Source: an optimization exercise on an open RTL-to-GDS flow (aim: small area). Production flows keep margins and buffers that such runs may drop.
Only simulation tests tie the RTL to the original design; equivalence was not proved.
Power figures rest on the tool's default switching activity, not on a simulated workload. The clock port is modelled as an ideal driver; clocking choices that lean on that would not hold on a real chip.

Design wrr_pkt_arbiter, start of the top module:
module wrr_pkt_arbiter #(
  parameter int DATA_WIDTH = 64,
  parameter int CTRL_WIDTH = 8,
  parameter int WEIGHT0    = 3,
  parameter int WEIGHT1    = 2
) (
  input  logic                  clk,
  input  logic                  reset,
  input  logic [DATA_WIDTH-1:0] in0_data,
  input  logic [CTRL_WIDTH-1:0] in0_ctrl,
  input  logic                  in0_wr,
  output logic                  in0_rdy,
  input  logic [DATA_WIDTH-1:0] in1_data,
  input  logic [CTRL_WIDTH-1:0] in1_ctrl,
  input  logic                  in1_wr,
  output logic                  in1_rdy,
  output logic [DATA_WIDTH-1:0] out_data,
  output logic [CTRL_WIDTH-1:0] out_ctrl,
  output logic                  out_wr,
  input  logic                  out_rdy
  ,
  output logic [31:0]           pkt_cnt0,
  output logic [31:0]           pkt_cnt1
);
Size in the first run: roughly 11000 cells after synthesis, ~0.15 mm² of cells after synthesis.
export LEC_CHECK = 0
export CAP_MARGIN = 10
export CORE_MARGIN = 2
export CORE_UTILIZATION = 55
export GPL_TIMING_DRIVEN = 0
export PLACE_DENSITY = 0.63
export SLEW_MARGIN = 10
export SYNTH_HIERARCHICAL = 1
create_clock -name core_clock -period 5.0 [get_ports {clk}]
standard.sh (not shown) runs the stock make flow with config.mk's settings and CLKGATE_MAP_FILE= SYNTH_SCRIPT=/design/flow/synth_recipe.tcl, a recipe that flattens the netlist after the stock synthesis.
==> flow/flow/run.sh <==
#!/bin/bash
# Standard ORFS layout (the standard.sh, unchanged synthesis) with two changes:
# - CTS clusters more flip-flops per leaf buffer and inserts no dummy loads;
# - ports are buffered with buf_2 instead of the default delay buffer.
set -uo pipefail
export CTS_ARGS="-sink_clustering_enable -repair_clock_nets -dont_use_dummy_load -sink_clustering_size 30 -sink_clustering_max_diameter 100 -buf_list {sky130_fd_sc_hd__clkbuf_8 sky130_fd_sc_hd__clkbuf_16}"
export BUFFER_PORTS_ARGS="-buffer_cell sky130_fd_sc_hd__buf_2"
bash standard.sh > standard.log 2>&1
The baseline completed with no timing, DRC or antenna violations.
Next try:
==> flow/flow/run.sh (replaced) <==
#!/bin/bash
# Standard ORFS layout (the standard.sh, unchanged synthesis) with two changes:
# - CTS clusters more flip-flops per leaf buffer and inserts no dummy loads;
# - ports are buffered with buf_1 instead of the default delay buffer.
set -uo pipefail
export CTS_ARGS="-sink_clustering_enable -repair_clock_nets -dont_use_dummy_load -sink_clustering_size 30 -sink_clustering_max_diameter 100 -buf_list {sky130_fd_sc_hd__clkbuf_8 sky130_fd_sc_hd__clkbuf_16}"
export BUFFER_PORTS_ARGS="-buffer_cell sky130_fd_sc_hd__buf_1"
bash standard.sh > standard.log 2>&1
Settings changed: CORE_UTILIZATION 55 to 50, PLACE_DENSITY 0.63 to 0.58.
- The new run finished with timing, DRC and antenna clean
- worst hold slack loses 21 ps
- worst setup slack gets better by 120 ps
- critical path depth is lower by 1
- cell count increases by 2.5%
- first-iteration DRC count is higher by 7.0%
- sequential cell count is unchanged
- synthesized cell count does not change
- global-route usage drops by 2.3 points
- count of clock-buffer cells in the layout rose by 4
Next try:
==> flow/flow/run.sh (replaced) <==
#!/bin/bash
# Standard ORFS layout (the standard.sh, unchanged synthesis) with two changes:
# - CTS clusters more flip-flops per leaf buffer and inserts no dummy loads;
# - ports are buffered with buf_2 instead of the default delay buffer.
set -uo pipefail
export CTS_ARGS="-sink_clustering_enable -repair_clock_nets -dont_use_dummy_load -sink_clustering_size 30 -sink_clustering_max_diameter 100 -buf_list {sky130_fd_sc_hd__clkbuf_8 sky130_fd_sc_hd__clkbuf_16}"
export BUFFER_PORTS_ARGS="-buffer_cell sky130_fd_sc_hd__buf_2"
bash standard.sh > standard.log 2>&1
Outcome:
- The changed run went through all stages and came out clean
- worst hold slack improved by 42 ps
- synthesized area does not change
- non-clock buffer count decreases by 4
- wire length decreases by about 0.32%
- flip-flop and latch count does not change
- design area barely changes
- core utilization stays flat
- power is about the same
- worst setup slack got worse by 11 ps
- count of clock-buffer cells in the layout is unchanged
- cell count is about the same

The RTL this note starts from:
==> flow/design.v <==
module small_fifo #(
  parameter int WIDTH               = 72,
  parameter int MAX_DEPTH_BITS      = 5,
  parameter int PROG_FULL_THRESHOLD = 31
) (
  input  logic             clk,
  input  logic             reset,
  input  logic [WIDTH-1:0] din,
  input  logic             wr_en,
  input  logic             rd_en,
  output logic [WIDTH-1:0] dout,
  output logic             nearly_full,
  output logic             empty
);
  localparam int MAX_DEPTH = 1 << MAX_DEPTH_BITS;
  localparam logic [MAX_DEPTH_BITS:0]   DEPTH_MAX = (MAX_DEPTH_BITS + 1)'(MAX_DEPTH);
  localparam logic [MAX_DEPTH_BITS:0]   DEPTH_NF  = (MAX_DEPTH_BITS + 1)'(PROG_FULL_THRESHOLD);
  localparam logic [MAX_DEPTH_BITS:0]   CNT_ONE   = 1;
  localparam logic [MAX_DEPTH_BITS-1:0] PTR_ONE   = 1;
  logic [WIDTH-1:0]          mem [MAX_DEPTH];
  logic [MAX_DEPTH_BITS-1:0] wr_ptr;
  logic [MAX_DEPTH_BITS-1:0] rd_ptr;
  logic [MAX_DEPTH_BITS:0]   depth;
  logic                      full;
  logic                      do_wr;
  logic                      do_rd;
  assign full        = (depth == DEPTH_MAX);
  assign empty       = (depth == '0);
  assign nearly_full = (depth >= DEPTH_NF);
  assign do_rd       = rd_en && !empty;
  assign do_wr       = wr_en && !full;
  assign dout = mem[rd_ptr];
  always_ff @(posedge clk) begin
    if (do_wr) mem[wr_ptr] <= din;
  end
  always_ff @(posedge clk) begin
    if (reset) begin
      wr_ptr <= '0;
      rd_ptr <= '0;
      depth  <= '0;
    end else begin
      if (do_wr) wr_ptr <= wr_ptr + PTR_ONE;
      if (do_rd) rd_ptr <= rd_ptr + PTR_ONE;
      case ({do_wr, do_rd})
        2'b10:   depth <= depth + CNT_ONE;
        2'b01:   depth <= depth - CNT_ONE;
        default: depth <= depth;
      endcase
    end
  end
endmodule
module wrr_pkt_arbiter #(
  parameter int DATA_WIDTH = 64,
  parameter int CTRL_WIDTH = 8,
  parameter int WEIGHT0    = 3,
  parameter int WEIGHT1    = 2
) (
  input  logic                  clk,
  input  logic                  reset,
  input  logic [DATA_WIDTH-1:0] in0_data,
  input  logic [CTRL_WIDTH-1:0] in0_ctrl,
  input  logic                  in0_wr,
  output logic                  in0_rdy,
  input  logic [DATA_WIDTH-1:0] in1_data,
  input  logic [CTRL_WIDTH-1:0] in1_ctrl,
  input  logic                  in1_wr,
  output logic                  in1_rdy,
  output logic [DATA_WIDTH-1:0] out_data,
  output logic [CTRL_WIDTH-1:0] out_ctrl,
  output logic                  out_wr,
  input  logic                  out_rdy
  ,
  output logic [31:0]           pkt_cnt0,
  output logic [31:0]           pkt_cnt1
);
  localparam int FW = DATA_WIDTH + CTRL_WIDTH;
  localparam logic [7:0] WEIGHT0_L = 8'(WEIGHT0);
  localparam logic [7:0] WEIGHT1_L = 8'(WEIGHT1);
  typedef enum logic [1:0] {IDLE, HDR, BODY} state_t;
  state_t        state;
  logic          gnt;
  logic [7:0]    cnt;
  logic          sel;
  logic [1:0]    empty;
  logic [1:0]    nearly_full;
  logic [1:0]    rd_en;
  logic [FW-1:0] fifo_dout [2];
  logic          ctrl_nz;
  logic          eop;
  logic [7:0]    weight;
  logic [8:0]    cnt_next;
  logic          credit_done;
  small_fifo #(.WIDTH(FW), .MAX_DEPTH_BITS(5), .PROG_FULL_THRESHOLD(31)) u_fifo0 (
    .clk         (clk),
    .reset       (reset),
    .din         ({in0_ctrl, in0_data}),
    .wr_en       (in0_wr),
    .rd_en       (rd_en[0]),
    .dout        (fifo_dout[0]),
    .nearly_full (nearly_full[0]),
    .empty       (empty[0])
  );
  small_fifo #(.WIDTH(FW), .MAX_DEPTH_BITS(5), .PROG_FULL_THRESHOLD(31)) u_fifo1 (
    .clk         (clk),
    .reset       (reset),
    .din         ({in1_ctrl, in1_data}),
    .wr_en       (in1_wr),
    .rd_en       (rd_en[1]),
    .dout        (fifo_dout[1]),
    .nearly_full (nearly_full[1]),
    .empty       (empty[1])
  );
  assign in0_rdy = !nearly_full[0];
  assign in1_rdy = !nearly_full[1];
  always_comb begin
    sel = gnt;
    if (state == IDLE && empty[gnt]) sel = !gnt;
  end
  assign out_wr               = !empty[sel] && out_rdy;
  assign {out_ctrl, out_data} = fifo_dout[sel];
  assign rd_en[0]             = out_wr && !sel;
  assign rd_en[1]             = out_wr && sel;
  assign ctrl_nz     = |out_ctrl;
  assign eop         = out_wr && (state == BODY) && ctrl_nz;
  assign weight      = gnt ? WEIGHT1_L : WEIGHT0_L;
  assign cnt_next    = {1'b0, cnt} + 9'd1;
  assign credit_done = (cnt_next >= {1'b0, weight});
  always_ff @(posedge clk) begin
    if (reset) begin
      state <= IDLE;
      gnt   <= 1'b0;
      cnt   <= '0;
    end else if (out_wr) begin
      unique case (state)
        IDLE: begin
          state <= ctrl_nz ? HDR : BODY;
          if (sel != gnt) begin
            gnt <= sel;
            cnt <= '0;
          end
        end
        HDR: begin
          if (!ctrl_nz) state <= BODY;
        end
        BODY: begin
          if (ctrl_nz) begin
            state <= IDLE;
            if (credit_done) begin
              gnt <= !gnt;
              cnt <= '0;
            end else begin
              cnt <= cnt_next[7:0];
            end
          end
        end
        default: state <= IDLE;
      endcase
    end
  end
  always_ff @(posedge clk) begin
    if (reset) begin
      pkt_cnt0 <= '0;
      pkt_cnt1 <= '0;
    end else if (eop) begin
      if (sel) pkt_cnt1 <= pkt_cnt1 + 32'd1;
      else     pkt_cnt0 <= pkt_cnt0 + 32'd1;
    end
  end
endmodule
Settings: LEC_CHECK=0, CAP_MARGIN=20, CORE_MARGIN=2, CORE_UTILIZATION=45, SLEW_MARGIN=20; clock period 5.0 ns.
==> flow/flow/run.sh <==
#!/bin/bash
# Standard ORFS layout (the standard.sh, unchanged synthesis) with two changes:
# - CTS clusters more flip-flops per leaf buffer and inserts no dummy loads;
# - ports are buffered with buf_2 instead of the default delay buffer.
set -uo pipefail
export CTS_ARGS="-sink_clustering_enable -repair_clock_nets -dont_use_dummy_load -sink_clustering_size 30 -sink_clustering_max_diameter 100 -buf_list {sky130_fd_sc_hd__clkbuf_8 sky130_fd_sc_hd__clkbuf_16}"
export BUFFER_PORTS_ARGS="-buffer_cell sky130_fd_sc_hd__buf_2"
bash standard.sh > standard.log 2>&1
==> next run, changes <==
==> flow/run.sh (new file) <==
#!/bin/bash
# synth_recipe.tcl (not shown) runs the flow's synth.tcl, then flattens the netlist and writes it again
# the make line also repeats each setting of config.mk as NAME=value (left out here)
make -C /OpenROAD-flow-scripts/flow DESIGN_CONFIG=/design/flow/config.mk WORK_HOME=/design/flow/orfs CLKGATE_MAP_FILE= SYNTH_SCRIPT=/design/flow/synth_recipe.tcl finish
removed: flow/flow/run.sh
removed: flow/standard.sh
After rerunning: Power goes up by a quarter to a third; die area stays the same; hold slack is worse by 7.1 ps; setup slack degrades by 7.3 ps; synthesized area does not change; fmax stays flat; sequential power is about the same; wire length rose by a few percent; clock skew hardly moves.

-- what the ideal ports hide --
In the flow no input, the clock included, has a driving cell. The finished layouts below were timed again as built, in two steps. Step 1, drivers: a clkbuf_16 drives clk and a buf_2 each remaining input, both assumed. Step 2 also shifts input and output timing later by t, the mid clock arrival at the registers, as if the neighbouring blocks saw the same clock. Slacks: ideal / step 1 / step 2; pairs: ideal / step 1.
run | t (ns) | setup slack, ns | worst register clock-pin slew, ns
the first run of note 1 | 0.955 | 0.106 / 0.106 / -0.665 | 0.11 / 0.11
the second run of note 1 | 0.978 | 0.222 / 0.222 / -0.435 | 0.12 / 0.12
the third run of note 1 | 0.991 | 0.211 / 0.139 / -0.629 | 0.12 / 0.12
the first run of note 2 | 1.026 | 0.072 / -0.051 / 0.729 | 0.12 / 0.12
the second run of note 2 | 1.092 | 0.064 / -0.045 / 0.660 | 0.07 / 0.07
With both steps, setup timing fails in the first run of note 1, the second run of note 1 and the third run of note 1, where it was met with ideal ports. For the third run of note 1, which loses most, drivers alone change the setup slack by -0.072 ns; drivers and shift together by -0.840 ns.
